This design comes from an exercise in tuning for small area on the open sky130 flow, not from production work. In this exercise RTL edits were held to simulation tests only and were not proved equivalent to the original. Power and IR drop assume default switching activity.

==> config.mk <==
export PLATFORM = sky130hd
export DESIGN_NAME = gpu_frontend_top
export DESIGN_NICKNAME = gpu_frontend_top
export VERILOG_FILES = /design/flow/design.v
export SDC_FILE = /design/flow/constraint.sdc
export NUM_CORES = 4
export LEC_CHECK = 0
export CAP_MARGIN = 20
export CORE_MARGIN = 2
export CORE_UTILIZATION = 40
export PLACE_DENSITY = 0.6
export SLEW_MARGIN = 20
==> constraint.sdc <==
create_clock -name core_clock -period 6.0 [get_ports {clk}]
set_input_delay 1.2000 -clock core_clock [delete_from_list [all_inputs] [get_ports {clk}]]
set_output_delay 1.2000 -clock core_clock [all_outputs]
set_load 0.01 [all_outputs]
==> design.v <==
`timescale 1ns/1ns
package gpu_isa_pkg;
  localparam int opc_w = 7;
  localparam int f3_w  = 3;
  localparam int reg_w = 5;
  localparam logic [opc_w-1:0] opc_lui    = 7'b0110111;
  localparam logic [opc_w-1:0] opc_auipc  = 7'b0010111;
  localparam logic [opc_w-1:0] opc_jal    = 7'b1101111;
  localparam logic [opc_w-1:0] opc_jalr   = 7'b1100111;
  localparam logic [opc_w-1:0] opc_branch = 7'b1100011;
  localparam logic [opc_w-1:0] opc_load   = 7'b0000011;
  localparam logic [opc_w-1:0] opc_store  = 7'b0100011;
  localparam logic [opc_w-1:0] opc_arithi = 7'b0010011;
  localparam logic [opc_w-1:0] opc_arith  = 7'b0110011;
  localparam logic [opc_w-1:0] opc_nop    = 7'h0b;    
  localparam logic [f3_w-1:0] f3_beqd = 3'b010;
  localparam logic [f3_w-1:0] f3_bned = 3'b011;
  typedef union packed {
    struct packed {
      logic [6:0] funct7;
      logic [4:0] rs2;
      logic [4:0] rs1;
      logic [2:0] funct3;
      logic [4:0] rd;
      logic [6:0] opcode;
    } r;
    struct packed {
      logic [11:0] imm_11_0;
      logic [4:0]  rs1;
      logic [2:0]  funct3;
      logic [4:0]  rd;
      logic [6:0]  opcode;
    } i;
    struct packed {
      logic [6:0] imm_11_5;
      logic [4:0] rs2;
      logic [4:0] rs1;
      logic [2:0] funct3;
      logic [4:0] imm_4_0;
      logic [6:0] opcode;
    } s;
    struct packed {
      logic       imm_12;
      logic [5:0] imm_10_5;
      logic [4:0] rs2;
      logic [4:0] rs1;
      logic [2:0] funct3;
      logic [3:0] imm_4_1;
      logic       imm_11;
      logic [6:0] opcode;
    } b;
    struct packed {
      logic [19:0] imm_31_12;
      logic [4:0]  rd;
      logic [6:0]  opcode;
    } u;
    struct packed {
      logic       imm_20;
      logic [9:0] imm_10_1;
      logic       imm_11;
      logic [7:0] imm_19_12;
      logic [4:0] rd;
      logic [6:0] opcode;
    } j;
  } raw_inst_u;
endpackage
`timescale 1ns/1ns
package gpu_pipe_pkg;
  localparam int num_warps  = 8;
  localparam int warp_w     = 3;
  localparam int addr_w     = 32;
  localparam int data_w     = 32;
  localparam int apb_addr_w = 8;
  localparam int ibuf_depth = 4;
  localparam int ibuf_ptr_w = $clog2(ibuf_depth);
  localparam int ibuf_cnt_w = $clog2(ibuf_depth + 1);
  localparam int ibuf_ent_w = addr_w + warp_w + 7 + 3 + 3 * 5 + data_w;
  localparam logic st_idle   = 1'b0;
  localparam logic st_update = 1'b1;
  localparam logic [apb_addr_w-1:0] reg_pc         = 8'h00;
  localparam logic [apb_addr_w-1:0] reg_warp       = 8'h04;
  localparam logic [apb_addr_w-1:0] reg_inst       = 8'h08;   
  localparam logic [apb_addr_w-1:0] reg_status     = 8'h0C;   
  localparam logic [apb_addr_w-1:0] reg_split_base = 8'h40;
  localparam logic [apb_addr_w-1:0] reg_split_end  = 8'h60;   
endpackage
`timescale 1ns/1ns
module inst_fetch_apb (
  input  logic                                clk,
  input  logic                                rst_n,
  input  logic [gpu_pipe_pkg::apb_addr_w-1:0] paddr,
  input  logic                                psel,
  input  logic                                penable,
  input  logic                                pwrite,
  input  logic [gpu_pipe_pkg::data_w-1:0]     pwdata,
  output logic [gpu_pipe_pkg::data_w-1:0]     prdata,
  output logic                                pready,
  output logic                                pslverr,
  output logic                                fd_valid,   
  input  logic                                fd_busy,    
  output logic [gpu_pipe_pkg::addr_w-1:0]     fd_pc,
  output logic [gpu_pipe_pkg::warp_w-1:0]     fd_warp,
  output gpu_isa_pkg::raw_inst_u              fd_inst,
  output logic [gpu_pipe_pkg::warp_w-1:0]     split_rd_warp,
  input  logic [gpu_pipe_pkg::data_w-1:0]     split_rd_data,
  input  logic [gpu_pipe_pkg::ibuf_cnt_w-1:0] ibuf_count
);
  localparam int addr_w = gpu_pipe_pkg::addr_w;
  localparam int warp_w = gpu_pipe_pkg::warp_w;
  localparam int data_w = gpu_pipe_pkg::data_w;
  logic [addr_w-1:0] pc_q;
  logic [warp_w-1:0] warp_q;
  logic access, wr_inst, issue, in_split, rd_hit;
  assign access  = psel && penable;
  assign wr_inst = access && pwrite && (paddr == gpu_pipe_pkg::reg_inst);
  assign pready  = access && !(wr_inst && (fd_busy || fd_valid));
  assign issue   = wr_inst && pready;
  assign in_split      = (paddr >= gpu_pipe_pkg::reg_split_base) &&
                         (paddr < gpu_pipe_pkg::reg_split_end);
  assign split_rd_warp = paddr[warp_w+1:2];   
  always_comb begin
    prdata = '0;
    rd_hit = 1'b1;
    if (in_split) begin
      prdata = split_rd_data;
    end else begin
      case (paddr)
        gpu_pipe_pkg::reg_pc:     prdata = pc_q;
        gpu_pipe_pkg::reg_warp:   prdata = data_w'(warp_q);
        gpu_pipe_pkg::reg_inst:   prdata = fd_inst;           
        gpu_pipe_pkg::reg_status: prdata = data_w'(ibuf_count);
        default:                  rd_hit = 1'b0;
      endcase
    end
  end
  assign pslverr = access && !pwrite && !rd_hit;
  always_ff @(posedge clk or negedge rst_n) begin
    if (!rst_n) begin
      pc_q   <= '0;
      warp_q <= '0;
    end else if (access && pwrite && pready) begin
      if (paddr == gpu_pipe_pkg::reg_pc) pc_q <= pwdata;
      if (paddr == gpu_pipe_pkg::reg_warp) warp_q <= pwdata[warp_w-1:0];
    end
  end
  always_ff @(posedge clk or negedge rst_n) begin
    if (!rst_n) fd_valid <= 1'b0;
    else fd_valid <= issue;   
  end
  always_ff @(posedge clk) begin
    if (issue) begin
      fd_pc   <= pc_q;
      fd_warp <= warp_q;
      fd_inst <= gpu_isa_pkg::raw_inst_u'(pwdata);
    end
  end
endmodule
`timescale 1ns/1ns
module inst_decode (
  input  logic                                clk,
  input  logic                                rst_n,
  input  logic                                fd_valid,
  output logic                                fd_busy,
  input  logic [gpu_pipe_pkg::addr_w-1:0]     fd_pc,
  input  logic [gpu_pipe_pkg::warp_w-1:0]     fd_warp,
  input  gpu_isa_pkg::raw_inst_u              fd_inst,
  output logic                                ds_valid,
  output logic [gpu_pipe_pkg::warp_w-1:0]     ds_warp,
  output logic [gpu_pipe_pkg::addr_w-1:0]     ds_next_pc,
  output logic                                ds_stall,
  output logic                                ds_active,
  output logic                                di_valid,   
  input  logic                                di_full,
  output logic [gpu_pipe_pkg::addr_w-1:0]     di_pc,
  output logic [gpu_pipe_pkg::warp_w-1:0]     di_warp,
  output logic [gpu_isa_pkg::opc_w-1:0]       di_opcode,
  output logic [gpu_isa_pkg::f3_w-1:0]        di_funct3,
  output logic [gpu_isa_pkg::reg_w-1:0]       di_rd,
  output logic [gpu_isa_pkg::reg_w-1:0]       di_rs1,
  output logic [gpu_isa_pkg::reg_w-1:0]       di_rs2,
  output logic [gpu_pipe_pkg::data_w-1:0]     di_imm,
  output logic                                illegal_inst
);
  localparam int addr_w = gpu_pipe_pkg::addr_w;
  localparam int warp_w = gpu_pipe_pkg::warp_w;
  localparam int data_w = gpu_pipe_pkg::data_w;
  localparam int opc_w  = gpu_isa_pkg::opc_w;
  localparam int f3_w   = gpu_isa_pkg::f3_w;
  localparam int reg_w  = gpu_isa_pkg::reg_w;
  logic state;
  logic [f3_w-1:0]   dec_funct3;
  logic [reg_w-1:0]  dec_rd, dec_rs1, dec_rs2;
  logic [data_w-1:0] dec_imm;
  logic              dec_legal;
  logic [addr_w-1:0] pc_q;
  logic [warp_w-1:0] warp_q;
  logic [opc_w-1:0]  opcode_q;
  logic [f3_w-1:0]   funct3_q;
  logic [reg_w-1:0]  rd_q, rs1_q, rs2_q;
  logic [data_w-1:0] imm_q;
  logic              legal_q;
  logic              is_branch, is_jump;
  always_comb begin
    dec_funct3 = '0;
    dec_rd     = '0;
    dec_rs1    = '0;
    dec_rs2    = '0;
    dec_imm    = '0;
    dec_legal  = 1'b1;
    case (fd_inst.r.opcode)
      gpu_isa_pkg::opc_lui, gpu_isa_pkg::opc_auipc: begin
        dec_rd  = fd_inst.u.rd;
        dec_imm = {fd_inst.u.imm_31_12, 12'b0};
      end
      gpu_isa_pkg::opc_jal: begin
        dec_rd  = fd_inst.j.rd;
        dec_imm = {{12{fd_inst.j.imm_20}}, fd_inst.j.imm_19_12, fd_inst.j.imm_11,
                   fd_inst.j.imm_10_1, 1'b0};
      end
      gpu_isa_pkg::opc_jalr, gpu_isa_pkg::opc_load, gpu_isa_pkg::opc_arithi: begin   
        dec_rd     = fd_inst.i.rd;
        dec_rs1    = fd_inst.i.rs1;
        dec_funct3 = fd_inst.i.funct3;
        dec_imm    = {{20{fd_inst.i.imm_11_0[11]}}, fd_inst.i.imm_11_0};
      end
      gpu_isa_pkg::opc_branch: begin
        dec_rs1    = fd_inst.b.rs1;
        dec_rs2    = fd_inst.b.rs2;
        dec_funct3 = fd_inst.b.funct3;
        dec_imm    = {{20{fd_inst.b.imm_12}}, fd_inst.b.imm_11, fd_inst.b.imm_10_5,
                      fd_inst.b.imm_4_1, 1'b0};
      end
      gpu_isa_pkg::opc_store: begin
        dec_rs1    = fd_inst.s.rs1;
        dec_rs2    = fd_inst.s.rs2;
        dec_funct3 = fd_inst.s.funct3;
        dec_imm    = {{20{fd_inst.s.imm_11_5[6]}}, fd_inst.s.imm_11_5, fd_inst.s.imm_4_0};
      end
      gpu_isa_pkg::opc_arith: begin
        dec_rd     = fd_inst.r.rd;
        dec_rs1    = fd_inst.r.rs1;
        dec_rs2    = fd_inst.r.rs2;
        dec_funct3 = fd_inst.r.funct3;
      end
      gpu_isa_pkg::opc_nop:  dec_legal = 1'b1;   
      default:               dec_legal = 1'b0;
    endcase
  end
  always_ff @(posedge clk or negedge rst_n) begin
    if (!rst_n) begin
      state <= gpu_pipe_pkg::st_idle;
    end else if (state == gpu_pipe_pkg::st_idle) begin
      if (fd_valid) state <= gpu_pipe_pkg::st_update;
    end else if (!legal_q || !di_full) begin
      state <= gpu_pipe_pkg::st_idle;   
    end
  end
  always_ff @(posedge clk) begin
    if (state == gpu_pipe_pkg::st_idle && fd_valid) begin
      pc_q     <= fd_pc;
      warp_q   <= fd_warp;
      opcode_q <= fd_inst.r.opcode;
      funct3_q <= dec_funct3;
      rd_q     <= dec_rd;
      rs1_q    <= dec_rs1;
      rs2_q    <= dec_rs2;
      imm_q    <= dec_imm;
      legal_q  <= dec_legal;
    end
  end
  assign fd_busy      = (state == gpu_pipe_pkg::st_update);
  assign illegal_inst = (state == gpu_pipe_pkg::st_update) && !legal_q;
  assign di_valid     = (state == gpu_pipe_pkg::st_update) && legal_q && !di_full;
  assign di_pc     = pc_q;
  assign di_warp   = warp_q;
  assign di_opcode = opcode_q;
  assign di_funct3 = funct3_q;
  assign di_rd     = rd_q;
  assign di_rs1    = rs1_q;
  assign di_rs2    = rs2_q;
  assign di_imm    = imm_q;
  assign is_branch  = (opcode_q == gpu_isa_pkg::opc_branch);
  assign is_jump    = (opcode_q == gpu_isa_pkg::opc_jal) || (opcode_q == gpu_isa_pkg::opc_jalr);
  assign ds_valid   = di_valid;
  assign ds_warp    = warp_q;
  assign ds_stall   = (opcode_q == gpu_isa_pkg::opc_auipc) || is_branch;
  assign ds_next_pc = is_jump ? pc_q + imm_q : pc_q + addr_w'(4);
  assign ds_active  = !(is_branch && (funct3_q == gpu_isa_pkg::f3_beqd ||
                                     funct3_q == gpu_isa_pkg::f3_bned));
endmodule
`timescale 1ns/1ns
module split_table (
  input  logic                            clk,
  input  logic                            rst_n,
  input  logic                            ds_valid,
  input  logic [gpu_pipe_pkg::warp_w-1:0] ds_warp,
  input  logic [gpu_pipe_pkg::addr_w-1:0] ds_next_pc,
  input  logic                            ds_stall,
  input  logic                            ds_active,
  input  logic [gpu_pipe_pkg::warp_w-1:0] rd_warp,
  output logic [gpu_pipe_pkg::data_w-1:0] rd_data
);
  localparam int num_warps = gpu_pipe_pkg::num_warps;
  localparam int addr_w    = gpu_pipe_pkg::addr_w;
  logic [addr_w-1:0]    next_pc_q [num_warps];
  logic [num_warps-1:0] stall_q;
  logic [num_warps-1:0] active_q;
  always_ff @(posedge clk or negedge rst_n) begin
    if (!rst_n) begin
      for (int w = 0; w < num_warps; w++) begin
        next_pc_q[w] <= '0;
      end
      stall_q  <= '0;
      active_q <= '1;   
    end else if (ds_valid) begin
      next_pc_q[ds_warp] <= ds_next_pc;
      stall_q[ds_warp]   <= ds_stall;
      active_q[ds_warp]  <= ds_active;
    end
  end
  assign rd_data = {next_pc_q[rd_warp][addr_w-1:2], active_q[rd_warp], stall_q[rd_warp]};
endmodule
`timescale 1ns/1ns
module inst_buffer (
  input  logic                                clk,
  input  logic                                rst_n,
  input  logic                                di_valid,   
  output logic                                di_full,
  output logic [gpu_pipe_pkg::ibuf_cnt_w-1:0] di_count,
  input  logic [gpu_pipe_pkg::addr_w-1:0]     di_pc,
  input  logic [gpu_pipe_pkg::warp_w-1:0]     di_warp,
  input  logic [gpu_isa_pkg::opc_w-1:0]       di_opcode,
  input  logic [gpu_isa_pkg::f3_w-1:0]        di_funct3,
  input  logic [gpu_isa_pkg::reg_w-1:0]       di_rd,
  input  logic [gpu_isa_pkg::reg_w-1:0]       di_rs1,
  input  logic [gpu_isa_pkg::reg_w-1:0]       di_rs2,
  input  logic [gpu_pipe_pkg::data_w-1:0]     di_imm,
  output logic                                out_valid,
  input  logic                                out_ready,
  output logic [gpu_pipe_pkg::addr_w-1:0]     out_pc,
  output logic [gpu_pipe_pkg::warp_w-1:0]     out_warp,
  output logic [gpu_isa_pkg::opc_w-1:0]       out_opcode,
  output logic [gpu_isa_pkg::f3_w-1:0]        out_funct3,
  output logic [gpu_isa_pkg::reg_w-1:0]       out_rd,
  output logic [gpu_isa_pkg::reg_w-1:0]       out_rs1,
  output logic [gpu_isa_pkg::reg_w-1:0]       out_rs2,
  output logic [gpu_pipe_pkg::data_w-1:0]     out_imm
);
  localparam int ibuf_depth = gpu_pipe_pkg::ibuf_depth;
  localparam int ibuf_ptr_w = gpu_pipe_pkg::ibuf_ptr_w;
  localparam int ibuf_cnt_w = gpu_pipe_pkg::ibuf_cnt_w;
  localparam int ibuf_ent_w = gpu_pipe_pkg::ibuf_ent_w;
  logic [ibuf_ent_w-1:0] mem [ibuf_depth];
  logic [ibuf_ptr_w-1:0] wr_ptr, rd_ptr;
  logic [ibuf_cnt_w-1:0] count;
  logic                  pop;
  assign pop       = out_valid && out_ready;
  assign out_valid = (count != '0);
  assign di_count  = count;
  assign di_full   = (count == ibuf_cnt_w'(ibuf_depth));
  always_ff @(posedge clk or negedge rst_n) begin
    if (!rst_n) begin
      wr_ptr <= '0;
      rd_ptr <= '0;
      count  <= '0;
    end else begin
      if (di_valid) wr_ptr <= wr_ptr + 1'b1;   
      if (pop) rd_ptr <= rd_ptr + 1'b1;
      if (di_valid && !pop) count <= count + 1'b1;
      else if (pop && !di_valid) count <= count - 1'b1;
    end
  end
  always_ff @(posedge clk) begin
    if (di_valid) begin
      mem[wr_ptr] <= {di_pc, di_warp, di_opcode, di_funct3, di_rd, di_rs1, di_rs2, di_imm};
    end
  end
  assign {out_pc, out_warp, out_opcode, out_funct3, out_rd, out_rs1, out_rs2, out_imm} =
    mem[rd_ptr];
endmodule
`timescale 1ns/1ns
module gpu_frontend_top (
  input  logic                                clk,
  input  logic                                rst_n,
  input  logic [gpu_pipe_pkg::apb_addr_w-1:0] paddr,
  input  logic                                psel,
  input  logic                                penable,
  input  logic                                pwrite,
  input  logic [gpu_pipe_pkg::data_w-1:0]     pwdata,
  output logic [gpu_pipe_pkg::data_w-1:0]     prdata,
  output logic                                pready,
  output logic                                pslverr,
  output logic                                out_valid,
  input  logic                                out_ready,
  output logic [gpu_pipe_pkg::addr_w-1:0]     out_pc,
  output logic [gpu_pipe_pkg::warp_w-1:0]     out_warp,
  output logic [gpu_isa_pkg::opc_w-1:0]       out_opcode,
  output logic [gpu_isa_pkg::f3_w-1:0]        out_funct3,
  output logic [gpu_isa_pkg::reg_w-1:0]       out_rd,
  output logic [gpu_isa_pkg::reg_w-1:0]       out_rs1,
  output logic [gpu_isa_pkg::reg_w-1:0]       out_rs2,
  output logic [gpu_pipe_pkg::data_w-1:0]     out_imm,
  output logic                                illegal_inst
);
  logic                                fd_valid, fd_busy;
  logic [gpu_pipe_pkg::addr_w-1:0]     fd_pc;
  logic [gpu_pipe_pkg::warp_w-1:0]     fd_warp;
  gpu_isa_pkg::raw_inst_u              fd_inst;
  logic                                ds_valid, ds_stall, ds_active;
  logic [gpu_pipe_pkg::warp_w-1:0]     ds_warp;
  logic [gpu_pipe_pkg::addr_w-1:0]     ds_next_pc;
  logic                                di_valid, di_full;
  logic [gpu_pipe_pkg::ibuf_cnt_w-1:0] di_count;
  logic [gpu_pipe_pkg::addr_w-1:0]     di_pc;
  logic [gpu_pipe_pkg::warp_w-1:0]     di_warp;
  logic [gpu_isa_pkg::opc_w-1:0]       di_opcode;
  logic [gpu_isa_pkg::f3_w-1:0]        di_funct3;
  logic [gpu_isa_pkg::reg_w-1:0]       di_rd, di_rs1, di_rs2;
  logic [gpu_pipe_pkg::data_w-1:0]     di_imm;
  logic [gpu_pipe_pkg::warp_w-1:0] split_rd_warp;
  logic [gpu_pipe_pkg::data_w-1:0] split_rd_data;
  inst_fetch_apb inst_fetch_apb_inst (
    .clk, .rst_n, .paddr, .psel, .penable, .pwrite, .pwdata, .prdata, .pready, .pslverr,
    .fd_valid, .fd_busy, .fd_pc, .fd_warp, .fd_inst,
    .split_rd_warp (split_rd_warp),
    .split_rd_data (split_rd_data),
    .ibuf_count    (di_count)
  );
  inst_decode inst_decode_inst (
    .clk, .rst_n,
    .fd_valid, .fd_busy, .fd_pc, .fd_warp, .fd_inst,
    .ds_valid, .ds_warp, .ds_next_pc, .ds_stall, .ds_active,
    .di_valid, .di_full, .di_pc, .di_warp, .di_opcode, .di_funct3,
    .di_rd, .di_rs1, .di_rs2, .di_imm,
    .illegal_inst (illegal_inst)
  );
  split_table split_table_inst (
    .clk, .rst_n,
    .ds_valid, .ds_warp, .ds_next_pc, .ds_stall, .ds_active,
    .rd_warp (split_rd_warp),
    .rd_data (split_rd_data)
  );
  inst_buffer inst_buffer_inst (
    .clk, .rst_n,
    .di_valid, .di_full, .di_count, .di_pc, .di_warp, .di_opcode, .di_funct3,
    .di_rd, .di_rs1, .di_rs2, .di_imm,
    .out_valid, .out_ready, .out_pc, .out_warp, .out_opcode, .out_funct3,
    .out_rd, .out_rs1, .out_rs2, .out_imm
  );
endmodule
==> run.sh <==
#!/bin/bash
# synth_recipe.tcl (not shown) runs the flow's synth.tcl, then flattens the netlist and writes it again
# the make line also repeats each setting of config.mk as NAME=value (left out here)
make -C /OpenROAD-flow-scripts/flow DESIGN_CONFIG=/design/flow/config.mk WORK_HOME=/design/flow/orfs CLKGATE_MAP_FILE= SYNTH_SCRIPT=/design/flow/synth_recipe.tcl finish
==> impl_results.md <==
* CP startpoint kind: input port
* Minimum clock period at 5.23 ns
* Area of the multi-input gates at 10800 sq um
* Sum of negative setup slack at 0 ns
* RSZ-0062 raised after global routing: false
* WL/cell at 24.8 um
* CTS Buf Count at 85
* Worst-Skew Late Latency at 0.65 ns
* Pin slew with the least headroom to its limit at 1.12 ns
* Setup bufs post-CTS at 0
* Max-Cap Viols at 0
* Initial antenna violation count at 2
* Vias in the first global route at 21104
* Initial Utilization at 0.405
* Row cnt at 107
* Setup violators final at 0
* Layout cell share with drive strength beyond 1 at 0.167
* Hold buffers post-CTS at 0
* Die ar. at 89000 sq um
* CTS Sinks at 828
* DP Wirelength at 62700 um
* Synth Cell Area at 34700 sq um
* Most area-hungry cell type in the Yosys netlist: edfxtp_1
* Critical path fanouts, max at 21
* Clock Tree Buf Depth at 3
* Net Switching at 0.00317 W
* Leak pwr at 14.9 nW
* Post-synth ARST share at 0.362
* Routed via count at 21192
* DRT Pass-1 Iters at 5
* Clk slew on worst S/H paths at 0.06 ns
* Flip-flop and latch area at 23400 sq um
* Internal at 0.0102 W
* H-tree levels at 3
* Final Hold Fails at 0
* CTS tree: done
* Post-synth EDFFs at 528
* Main synth FF type: edfxtp_1
* Rel. slew slack at 0.252
* Fillers at 7231
* PwrDens at 331 nW/um^2
* Initial DRC Count at 1953
* Nets at 2633
* Status: no timing/DRC/antenna violations
* Core area at 85500 sq um
* Cells after Synth at 2370
* DRC Markers at 0
* Post-Route WL at 93200 um
* DRT antenna net count at 0
* Synth unique cells at 72
* Largest net degree at the start of global routing at 113
* Final worst setup slack at 0.774 ns
* Fmax at 191 MHz
* Switching Share at 0.237
* Total grt overflow at 0
* Synth area leaders: edfxtp_1 46%, dfrtp_1 21%, mux4_2 7.4%, mux2_2 3.9%, nand2_1 3.3%
* DIE WIDTH at 298 um
* Yosys top cell area share at 0.458
* Clock share of power at 0.389
* Critical Path, Cell by Cell: buf_2 > buf_4 > nor2b_1 > a221oi_1 > a31oi_1 > a2111oi_0 > nor2_1 > clkdlybuf4s50_1
* Required @ worst endpoint at 4.80 ns
* Max Slew Vio Count at 0
* CTS resizes at 0
* Ys Warns at 5
* First-pass GRT wire length at 139000 um
* Worst Hold Class: reg -> reg
* FF+latch count, synth at 828
* Slowest cell on crit path: a2111oi_0
* Peak VDD IR at 0.327 mV
* All-layer global routing usage at 0.209
* Top-level I/O count at 174
* Via density per instance at 5.64
* Skew final at 0.0305 ns
* Die Height at 298 um
* Worst Path Arrival at 4.03 ns
* GPL Wtd Cong at 0.885
* Syn_area_per_cell at 14.6 sq um
* Comb power frac at 0.143
* I/O Buffers at 173
* Sequential fraction of the synthesis area at 0.674
* Flop pwr share at 0.468
* Synthesized Nets at 2459
* Area Growth Syn to Fin at 16.8%
* Clk root buf: clkbuf_16
* Final Cycle Share at 0.871
* CP max stage delay at 0.81 ns
* WS Path Type: in -> out
* DP Worst Slack at 0.816 ns
* CP Capture Type: output port
[cell type report]
class | instances | area share
Antenna cell | 1 | 0.0000618
Clock buffer | 114 | 0.0567
Clock inverter | 39 | 0.0105
Inverter | 11 | 0.00102
Multi-Input combinational cell | 1402 | 0.267
Sequential cell | 828 | 0.577
Tap cell | 1144 | 0.0354
Timing Repair Buffer | 216 | 0.0521
[cells in the mapped netlist (5+ instances only)]
| master | n |
|---|---|
| xnor2_1 | 31 |
| nor2b_1 | 17 |
| o21ai_0 | 108 |
| a221oi_1 | 22 |
| a211oi_1 | 11 |
| nor2_1 | 102 |
| edfxtp_1 | 528 |
| mux4_2 | 114 |
| a21oi_1 | 85 |
| and4_1 | 5 |
| nand4_1 | 9 |
| inv_1 | 11 |
| a21oi_2 | 7 |
| buf_2 | 6 |
| a22o_1 | 18 |
| dfstp_2 | 8 |
| and3_1 | 13 |
| o21a_1 | 8 |
| xor2_1 | 20 |
| and2_1 | 37 |
| mux2i_1 | 39 |
| a31oi_1 | 9 |
| a21o_1 | 25 |
| o31ai_1 | 10 |
| nand3_1 | 31 |
| nand2b_1 | 6 |
| or3_1 | 6 |
| dfrtp_1 | 292 |
| o21ai_1 | 81 |
| mux2_2 | 119 |
| nand2_1 | 308 |
| a22oi_1 | 37 |
| buf_1 | 27 |
| clkbuf_1 | 96 |
| nor3_1 | 15 |
| o22ai_1 | 10 |
| nor4_1 | 5 |
| ha_1 | 42 |
[through the flow]
stage,hold slack [ns],std cells,area (sq um),power (W),utilization
detailed placement,0.405,3600,37800,0.00835,0.441
finish,0.410,3755,40500,0.0134,0.473
global route,0.415,3754,40500,0.0138,0.473
CTS,0.394,3753,40500,0.0135,0.473
floorplan,0.400,2370,34700,0.00732,-
global placement,0.401,3600,37800,0.00834,0.441
[state kept, by name, summed over array words and instances (netlist names), 5 cells and up]
name	cells
inst_decode_inst.pc_q	32
inst_decode_inst.imm_q	32
split_table_inst.stall_q	8
inst_fetch_apb_inst.pc_q	32
inst_decode_inst.rs1_q	5
inst_decode_inst.opcode_q	7
inst_fetch_apb_inst.fd_pc	32
inst_decode_inst.rd_q	5
split_table_inst.active_q	8
split_table_inst.next_pc_q	240
inst_buffer_inst.mem	368
inst_decode_inst.rs2_q	5
inst_fetch_apb_inst.fd_inst	32
[per-layer routing]
| metal | track usage | wire [um] | up-vias | share of wire |
|---|---|---|---|---|
| met1 | 0.294 | 40200 | 10876 | 0.43 |
| met3 | 0.0329 | 6410 | 153 | 0.069 |
| met4 | 0.0730 | 2880 | 0 | 0.031 |
| met2 | 0.332 | 43700 | 843 | 0.47 |
| li1 | - | - | 9320 | - |
| met5 | 0 | 0 | - | 0 |
[placed cells by master, fill, tap and decap left out, drive strengths merged, types with 5 or more instances in the layout]
cell type      count
nand4              9
nor2             102
and4               6
dfstp              8
a21oi             93
bufinv             8
nand3             31
edfxtp           528
nand2b             6
and3              13
a22o              18
clkinv            26
mux4             114
clkbuf           115
dfrtp            292
buf               46
inv               13
ha                42
a21o              25
nor2b             17
mux2             121
nor4               5
o21ai            189
mux2i             39
o22ai             11
xor2              20
a211oi            12
or2                6
and2              38
or3                6
clkdlybuf4s50    169
a221oi            22
nor3              16
nand2            308
a22oi             37
a31oi             10
o21a               8
xnor2             31
o31ai             10
[logic make-up (layout without fill, tap and decap cells)]
group | after synthesis | count (layout) | share of synthesized area
AO/OA/AOI/OAI | 462 | 462 | 0.0837
multiplexers | 274 | 274 | 0.125
XOR/XNOR | 51 | 51 | 0.0129
AND/OR/NAND/NOR | 572 | 572 | 0.0731
adder cells (fa/ha/maj) | 43 | 43 | 0.0157
other | 0 | 1 | 0
buffers and inverters | 140 | 380 | 0.0154
flip-flops | 828 | 828 | 0.674
[critical path: cells and delay by family]
family,cells,cell delay [ns]
buf+inv,3,1.30
simple gates,2,0.34
compound gates,3,1.16
[power groups by stage]
stage / logic [W] / clock network, W / registers (W)
floorplan: 0.00114 / 0 / 0.00618
global placement: 0.00196 / 0 / 0.00638
detailed placement: 0.00197 / 0 / 0.00639
CTS: 0.00197 / 0.00530 / 0.00628
global route: 0.00203 / 0.00553 / 0.00628
finish: 0.00191 / 0.00521 / 0.00626
[worst paths after layout]
| path | from | end | slack, ns | depth (start not counted) |
|---|---|---|---|---|
| worst max-delay path | paddr[2] | prdata[21] | 0.77 | 8 |
| worst min-delay path | inst_fetch_apb_inst.fd_pc[10] | inst_decode_inst.pc_q[10] | 0.41 | 0 |
| worst max register to register | inst_decode_inst.pc_q[7] | split_table_inst.next_pc_q[3][24] | 2.29 | 10 |
| worst min register to register | inst_fetch_apb_inst.fd_pc[10] | inst_decode_inst.pc_q[10] | 0.41 | 0 |
| max in group asynchronous | rst_n | split_table_inst.stall_q[3] | 4.09 | 2 |
| min in group asynchronous | rst_n | inst_fetch_apb_inst.pc_q[31] | 0.61 | 1 |

==> what the ideal ports hide <==
The results above use ideal ports. As a check the final layout listed here was re-extracted and re-timed, cells and wires unchanged.
Step 1, drivers: a clkbuf_16 drives clk and a buf_2 each remaining input, both assumed.
Step 2, shift: input delay + t, output delay - t, t = (earliest + latest rising clock arrival at the registers) / 2. This alone moves slack from input paths to output paths.
a / b / c = ideal / step 1 / step 2; a / b = the first two.
t, ns: 0.692
setup WS [ns]: 0.774 / 0.745 / 0.745
slew at the worst register clock pin (ns): 0.07 / 0.07
worst slew at a driven data input, ns: 0.06
pins driven straight from the clock port: 1
After both steps setup and hold are still met in this run. For this run, drivers alone change the setup slack by -0.029 ns; drivers and shift together by -0.029 ns.
